From an optimization exercise on the open Yosys and OpenROAD flow, aimed at small area and a short achievable clock period; shortcuts taken in it are not production practice. No functional check of the RTL was part of any run shown here.

## flow/design.v (module list and top-level ports; edited modules follow where they fit)
// module ex_top: 2611 lines
// module ex_ao21: 3 lines
// module ex_fa: 4 lines
// module ex_ha: 4 lines
module ex_top (
    input  logic               clk,
    input  logic               reset,
    input  logic               in_valid,
    input  logic [4:0]         operator,
    input  logic [31:0]        operand1,
    input  logic [31:0]        operand2,
    input  logic [4:0]         dest_addr,
    input  logic               dest_write,
    output logic               out_valid,
    output logic [4:0]         write_addr,
    output logic               write_enable,
    output logic [31:0]        write_data
);
  // ...
==> flow/flow/run.sh <==
#!/bin/bash
# Layout flow: the standard flow (standard.sh), with the port buffers
# inserted as sky130_fd_sc_hd__buf_2 cells instead of the default delay-buffer
# cells. Every tool's output goes to flow_run.log; ORFS keeps its per-step logs
# under orfs/logs.
set -euo pipefail
export BUFFER_PORTS_ARGS="-buffer_cell sky130_fd_sc_hd__buf_2"
bash standard.sh finish > flow_run.log 2>&1
==> flow/standard.sh <==
#!/bin/bash
# synth_recipe.tcl (not shown) runs the flow's synth.tcl, then flattens the netlist and writes it again
# the make line also repeats each setting of config.mk as NAME=value (left out here)
make -C /OpenROAD-flow-scripts/flow DESIGN_CONFIG=/design/flow/config.mk WORK_HOME=/design/flow/orfs CLKGATE_MAP_FILE= SYNTH_SCRIPT=/design/flow/synth_recipe.tcl "${@:-finish}"
==> flow/config.mk <==
export PLATFORM = sky130hd
export DESIGN_NAME = ex_top
export DESIGN_NICKNAME = ex_top
export VERILOG_FILES = /design/flow/design.v
export SDC_FILE = /design/flow/constraint.sdc
export NUM_CORES = 4
export LEC_CHECK = 0
export ABC_AREA = 1
export CAP_MARGIN = 20
export CORE_MARGIN = 2
export CORE_UTILIZATION = 40
export SETUP_SLACK_MARGIN = 4.5
export SLEW_MARGIN = 20
export SYNTH_HIERARCHICAL = 1
==> flow/constraint.sdc <==
create_clock -name core_clock -period 14.0 [get_ports {clk}]
set_input_delay 2.8000 -clock core_clock [delete_from_list [all_inputs] [get_ports {clk}]]
set_output_delay 2.8000 -clock core_clock [all_outputs]
set_load 0.01 [all_outputs]
==> flow_summary.json, run 1 <==
{
  "yosysTopAreaCell": "fa_1",
  "buffers": 257,
  "grt-ovfl-total": 0,
  "post_cts_buffers": 4,
  "ant_nets": 0,
  "n_fill_cell": 8090,
  "ys_seq_elements": 103,
  "wl_um": 145000,
  "dp.cells": 5128,
  "antenna_found_initial": 5,
  "slew_headroom_pct": 24.7,
  "route.met2.wl_um": 60300,
  "cp_num_buf_inv": 5,
  "yosys.area_share.simple_pct": 11.7,
  "critPathKind": "input pin to register",
  "outcome": "complete, no violations",
  "nonClkBufAreaFrac_pct": 6.13,
  "ys.flop_type": "dfxtp_1",
  "synthCells": 4204,
  "wl_met3_um": 18000,
  "vias": 32100,
  "cp_data_required_time_ps": 14270
}
==> run 2: changes to the inputs <==
--- a/flow/design.v
+++ b/flow/design.v
@@ -7,17 +7,17 @@
     input  logic [31:0]        operand2,
     input  logic [4:0]         dest_addr,
     input  logic               dest_write,
     output logic               out_valid,
     output logic [4:0]         write_addr,
     output logic               write_enable,
     output logic [31:0]        write_data
 );
-    localparam bit SHIFT_MULT = 0;
+    localparam bit SHIFT_MULT = 1;
     logic [4:0] op;
     assign op = operator;
     logic op_or, op_and, op_nor, op_xor, op_sll, op_srl, op_sra;
     logic op_add, op_addu, op_sub, op_subu, op_slt, op_sltu, op_clz, op_clo;
     logic op_mul, op_mult, op_multu, op_mfhi, op_mflo, op_mthi, op_mtlo;
     assign op_or    = op == 5'd1;
     assign op_and   = op == 5'd2;
     assign op_nor   = op == 5'd3;
@@ -46,30 +46,31 @@
     logic [32:0] m;
     logic [33:0] r;
     logic        d16;
     logic [63:0] prod;
     generate
         if (SHIFT_MULT) begin : g_rsel
             logic [31:0] eq;
             logic [32:0] pw;
-            logic        is_shr;
-            assign is_shr = op_srl | op_sra;
+            logic        is_shift, is_shr, sgn1;
+            assign is_shift = ~op[4] & ~op[3] & op[2] & (op[1] | op[0]);
+            assign is_shr   = ~op[4] & ~op[3] & op[2] & op[1];
             for (genvar j = 0; j < 32; j++) begin : g_eq
                 assign eq[j] = shamt == 5'(j);
             end
             assign pw[0]  = op_sll & eq[0];
             assign pw[32] = is_shr & eq[0];
             for (genvar j = 1; j < 32; j++) begin : g_pw
                 assign pw[j] = (op_sll & eq[j]) | (is_shr & eq[32-j]);
             end
-            assign msigned = op_mul | op_mult;
-            assign m = {(msigned | op_sra) & operand2[31], operand2};
-            assign r = {msigned & operand1[31], (msigned & operand1[31]) | pw[32],
-                        (operand1 & {32{~(op_sll | is_shr)}}) | pw[31:0]};
+            assign msigned = ~op[1] | (op[0] & ~op[4]);
+            assign sgn1 = msigned & operand1[31] & ~is_shift;
+            assign m = {msigned & operand2[31], operand2};
+            assign r = {sgn1, sgn1 | pw[32], (operand1 & {32{~is_shift}}) | pw[31:0]};
             assign d16 = (r[31] | r[32]) & ~r[33];
         end else begin : g_rsel
             assign msigned = ~op[1];
             assign m = {msigned & operand2[31], operand2};
             assign r = {{2{msigned & operand1[31]}}, operand1};
             assign d16 = operand1[31] & ~msigned;
         end
     endgenerate
@@ -2543,17 +2544,17 @@
     logic        kp, kg, kn;
     assign kp = op_xor | op_or;
     assign kg = op_and | op_or;
     assign kn = op_nor;
     assign lres = ({32{kp}} & alu_p) | ({32{kg}} & alu_g) | ({32{kn}} & ~(alu_p | alu_g));
     logic [31:0] sres;
     generate
         if (SHIFT_MULT) begin : g_sh
-            assign sres = ({32{op_sll}} & prod[31:0]) | ({32{op_srl | op_sra}} & prod[63:32]);
+            assign sres = '0;   
         end else begin : g_sh
             logic [31:0] sin, srev, sout;
             logic        fill;
             for (genvar j = 0; j < 32; j++) begin : g_rev
                 assign srev[j] = operand2[31-j];
             end
             assign sin  = op_sll ? srev : operand2;
             assign fill = op_sra & operand2[31];
@@ -2586,18 +2587,25 @@
     assign sel_mul = op_mul | op_mult | op_multu;
     assign data_other = lres | sres
                       | ({32{op_add | op_addu | op_sub | op_subu}} & sum)
                       | {31'd0, (op_slt & slt_bit) | (op_sltu & sltu_bit)}
                       | ({32{op_clz | op_clo}} & {26'd0, lz_cnt})
                       | ({32{op_mfhi}} & hi)
                       | ({32{op_mflo}} & lo);
     generate
-        for (genvar j = 0; j < 32; j++) begin : g_wd
-            ex_ao21 u_wd (.a(data_other[j]), .b(sel_mul), .c(prod[j]), .y(data_next[j]));
+        if (SHIFT_MULT) begin : g_wd
+            logic sel_lo, sel_hi;
+            assign sel_lo = sel_mul | op_sll;
+            assign sel_hi = op_srl | op_sra;
+            assign data_next = data_other | ({32{sel_lo}} & prod[31:0]) | ({32{sel_hi}} & prod[63:32]);
+        end else begin : g_wd
+            for (genvar j = 0; j < 32; j++) begin : g_b
+                ex_ao21 u_wd (.a(data_other[j]), .b(sel_mul), .c(prod[j]), .y(data_next[j]));
+            end
         end
     endgenerate
     always_ff @(posedge clk) begin
         if (reset) begin
             out_valid    <= 1'b0;
             write_enable <= 1'b0;
         end else begin
             out_valid    <= in_valid;
==> run 2 against run 1 <==
Cell area is 9.2% higher; largest cell class unchanged; critical endpoint is now hi[31]$_DFF_P_; core utilization is 5.9 points higher; still clean.
==> flow_summary.json, run 2 <==
{
  "slowest_delay_ps": 600,
  "synth_xor_area_share_pct": 18.0,
  "cts_tree": "done",
  "synthAdderAreaFrac_pct": 36.9,
  "r2r_setup_slack_ps": 12570,
  "reg2reg_to": "write_data[26]$_DFF_P_",
  "numCtsBuffers": 9,
  "vias_per_cell": 6.27,
  "cts.htree.levels": 3,
  "fin_nets": 4752,
  "crit_top_cell": "nor2_1",
  "dr.pass1.iters": 8,
  "drive_gt1_share_pct": 23.1,
  "worst_pin_slew_ps": 1040,
  "worst-path-max-fanout": 10,
  "grt_pass1_wl_um": 207000,
  "fin_crit_sh_pct": 72.5,
  "worstHoldStart": "lo[13]$_DFF_P_",
  "clk_latency_ps": 370,
  "critPathKind": "input pin to register",
  "ant_nets": 0,
  "crit_path_start_kind": "input pin",
  "reg2regPathDepth": 5,
  "synthCells": 3883,
  "path_clk_slew_ps": 80,
  "final_common_cell": "xor2_1",
  "die_x_um": 284,
  "synth_edf_count": 0,
  "drt_iter0_markers": 4774,
  "antenna_found_initial": 1,
  "hold_end": "write_data[13]$_DFF_P_",
  "cp_slowest_cell": "fa_2",
  "arrival_ps": 10470,
  "rsz0062_at_grt": "true",
  "synth_compound_area_share_pct": 17.3,
  "fin_hold_ws_ps": 500,
  "yosysWarningCount": 7,
  "wl_um": 144000,
  "outcome": "complete, no violations",
  "max-cap-violations": 0,
  "yosysSeqAreaShare_pct": 6.58,
  "yosysTopAreaCell": "fa_1",
  "clockRootBuffer": "clkbuf_16",
  "reg_top3": "hi: 32 flops, lo: 32 flops, write_data: 32 flops",
  "critPathLaunch": "operator[3]",
  "dp_hpwl_um": 92300,
  "crit_path_end_kind": "register",
  "route.met2.wl_um": 60500,
  "hold_depth": 2,
  "ys_top_cells_by_area": "fa_1 (30%), xor2_1 (18%), o22ai_1 (10%)",
  "vias": 31800,
  "setup_viol": 0,
  "cts_buffer_depth": 2,
  "final.min_clock_period_ps": 10150,
  "core_um2": 77500,
  "portBuffers": 116,
  "grt-ovfl-total": 0,
  "fin_area_um2": 38600,
  "syn_nets": 4599,
  "cp_data_required_time_ps": 14320,
  "diodes": 0,
  "synth_area_um2": 31300,
  "grt_usage_pct": 34.2,
  "drc_errors": 0,
  "wl_met1_um": 52600,
  "n_fill_cell": 7203,
  "wl_per_cell_um": 28.3,
  "die_y_um": 284,
  "syn2layout_area_growth_pct": 23.2,
  "slew_headroom_pct": 31.0,
  "clock_sinks": 103,
  "placed_cell_area_um2": 33000,
  "first_global_vias": 31100,
  "routed.top_layer": "met4",
  "yosys.area_share.simple_pct": 12.0,
  "synth.avg_cell_area_um2": 8.07,
  "row_count": 102,
  "slew_violations": 0,
  "wl_met3_um": 20200,
  "hold_path.class": "register to register",
  "skew_ps": 5.06,
  "fmax_ghz": 0.0985,
  "routabilityCongestion": 0.986,
  "synth_top_family_by_area": "adder cells",
  "ys_seq_elements": 103,
  "yosysUniqueCellTypes": 59,
  "ys.flop_type": "dfxtp_1",
  "synth_top_area_share_pct": 30.3,
  "ios": 117,
  "mostFrequentLayoutCells": "xor2_1 (599), nand2_1 (492), o22ai_1 (477), fa_1 (410), inv_1 (326)",
  "synthArstFlopShare_pct": 0,
  "r2r_start": "lo[26]$_DFF_P_",
  "initial_core_util_pct": 40.4,
  "synth.area.mux_share_pct": 0.431,
  "postCtsHoldBufs": 0,
  "die_area_um2": 80500,
  "hold_viol_final": 0,
  "finalSetupTns_ps": 0,
  "synth.most_common_cell": "xor2_1",
  "synth_commonest_cells": "xor2_1 (631), nand2_1 (556), o22ai_1 (517)",
  "grt_max_degree": 65
}
[run 2: timing repair]
| action | CTS | global route |
|---|---|---|
| gates cloned | 30 | 6 |
| setup endpoints to repair | 82 | 71 |
| pin swaps | 105 | 161 |
| resized for setup | 432 | 204 |
| setup buffers | 151 | 57 |
| hold endpoints to repair | 0 | 0 |
[run 2: cell families after synthesis]
group           after synthesis
mux                          12
buf+inv                     704
simple gates                930
compound gates              852
fa+ha+maj                   638
flops                       103
xor+xnor                    644
[run 2: layout make-up]
| type | count | area, um^2 | share of cell area [%] |
|---|---|---|---|
| Sequential cell | 103 | 2060 | 5.34 |
| Clock buffer | 10 | 239 | 0.619 |
| Tap cell | 1040 | 1300 | 3.37 |
| Multi-Input combinational cell | 3085 | 28900 | 74.9 |
| Clock inverter | 4 | 55.1 | 0.143 |
| Inverter | 384 | 1580 | 4.08 |
| Timing Repair Buffer | 444 | 4360 | 11.3 |
| Timing Repair inverter | 9 | 80.1 | 0.207 |
[run 2: worst max-delay path by stage]
| stage | to | depth (start not counted) |
|---|---|---|
| floorplan | write_data[1]$_DFF_P_ | 37 |
| global placement | write_data[20]$_DFF_P_ | 41 |
| detailed placement | write_data[20]$_DFF_P_ | 41 |
| CTS | write_data[25]$_DFF_P_ | 46 |
| global route | write_data[27]$_DFF_P_ | 45 |
| finish | hi[31]$_DFF_P_ | 44 |
[run 2: modules after synthesis (local to each module, per instance)]
| module | copies in the design | cells inside | cell area (um^2) | flip-flops and latches |
|---|---|---|---|---|
| ex_ha | 73 | 1 | 12.5 | 0 |
| ex_top | 1 | 3149 | 20300 | 103 |
| ex_fa | 469 | 1 | 20.0 | 0 |
| ex_ao21 | 64 | 3 | 11.3 | 0 |
[run 2: per-stage QoR]
stage                     setup slack [ps]  util [%]  cells
after floorplan                       4500         -   3883
after global placement                1970      42.6   4821
after detailed placement              1880      42.6   4821
after CTS                             4080      47.8   5016
after global routing                  3610      49.8   5079
final                                 3850      49.8   5079
[run 2: per-layer routing]
layer / up-vias / global-route usage, %
met4: 0 / 19.0
li1: 13200 / -
met3: 617 / 10.4
met2: 2580 / 50.3
met5: - / 0
met1: 15400 / 44.7
[run 2: critical path: cells and delay by family]
family                     cells  cell delay [ps]
xor gates and xnor gates       2              410
AOI/OAI and AO/OA             10             1500
and+or+nand+nor               14             1720
adders and majority gates      6             2630
buffers and inverters         12             1390

==> separate check: timing with driven ports <==
In the flow no input, the clock included, has a driving cell. The finished layouts below were timed again as built, in two steps. Step 1 sets driving cells, clkbuf_16 on the clock port and buf_2 on the other inputs (assumed; they add their load-dependent delay and slew). Step 2 times the ports against the registers' clock, not the clock port: input delays grow and output delays shrink by t, the midpoint of the rising clock arrivals with the driver on. Slacks: ideal ports / drivers / drivers and shift; pairs: ideal ports / drivers.
run	t (ns)	setup slack, ns	latest minus earliest clock arrival (ns)
run 1	0.417	4.671 / 4.695 / 4.278	0.022 / 0.022
run 2	0.416	3.845 / 3.840 / 3.423	0.010 / 0.009
After both steps every run listed still meets setup and hold. The setup slack of run 2, which loses most, moves by -0.005 ns with the drivers and by -0.422 ns with both steps.
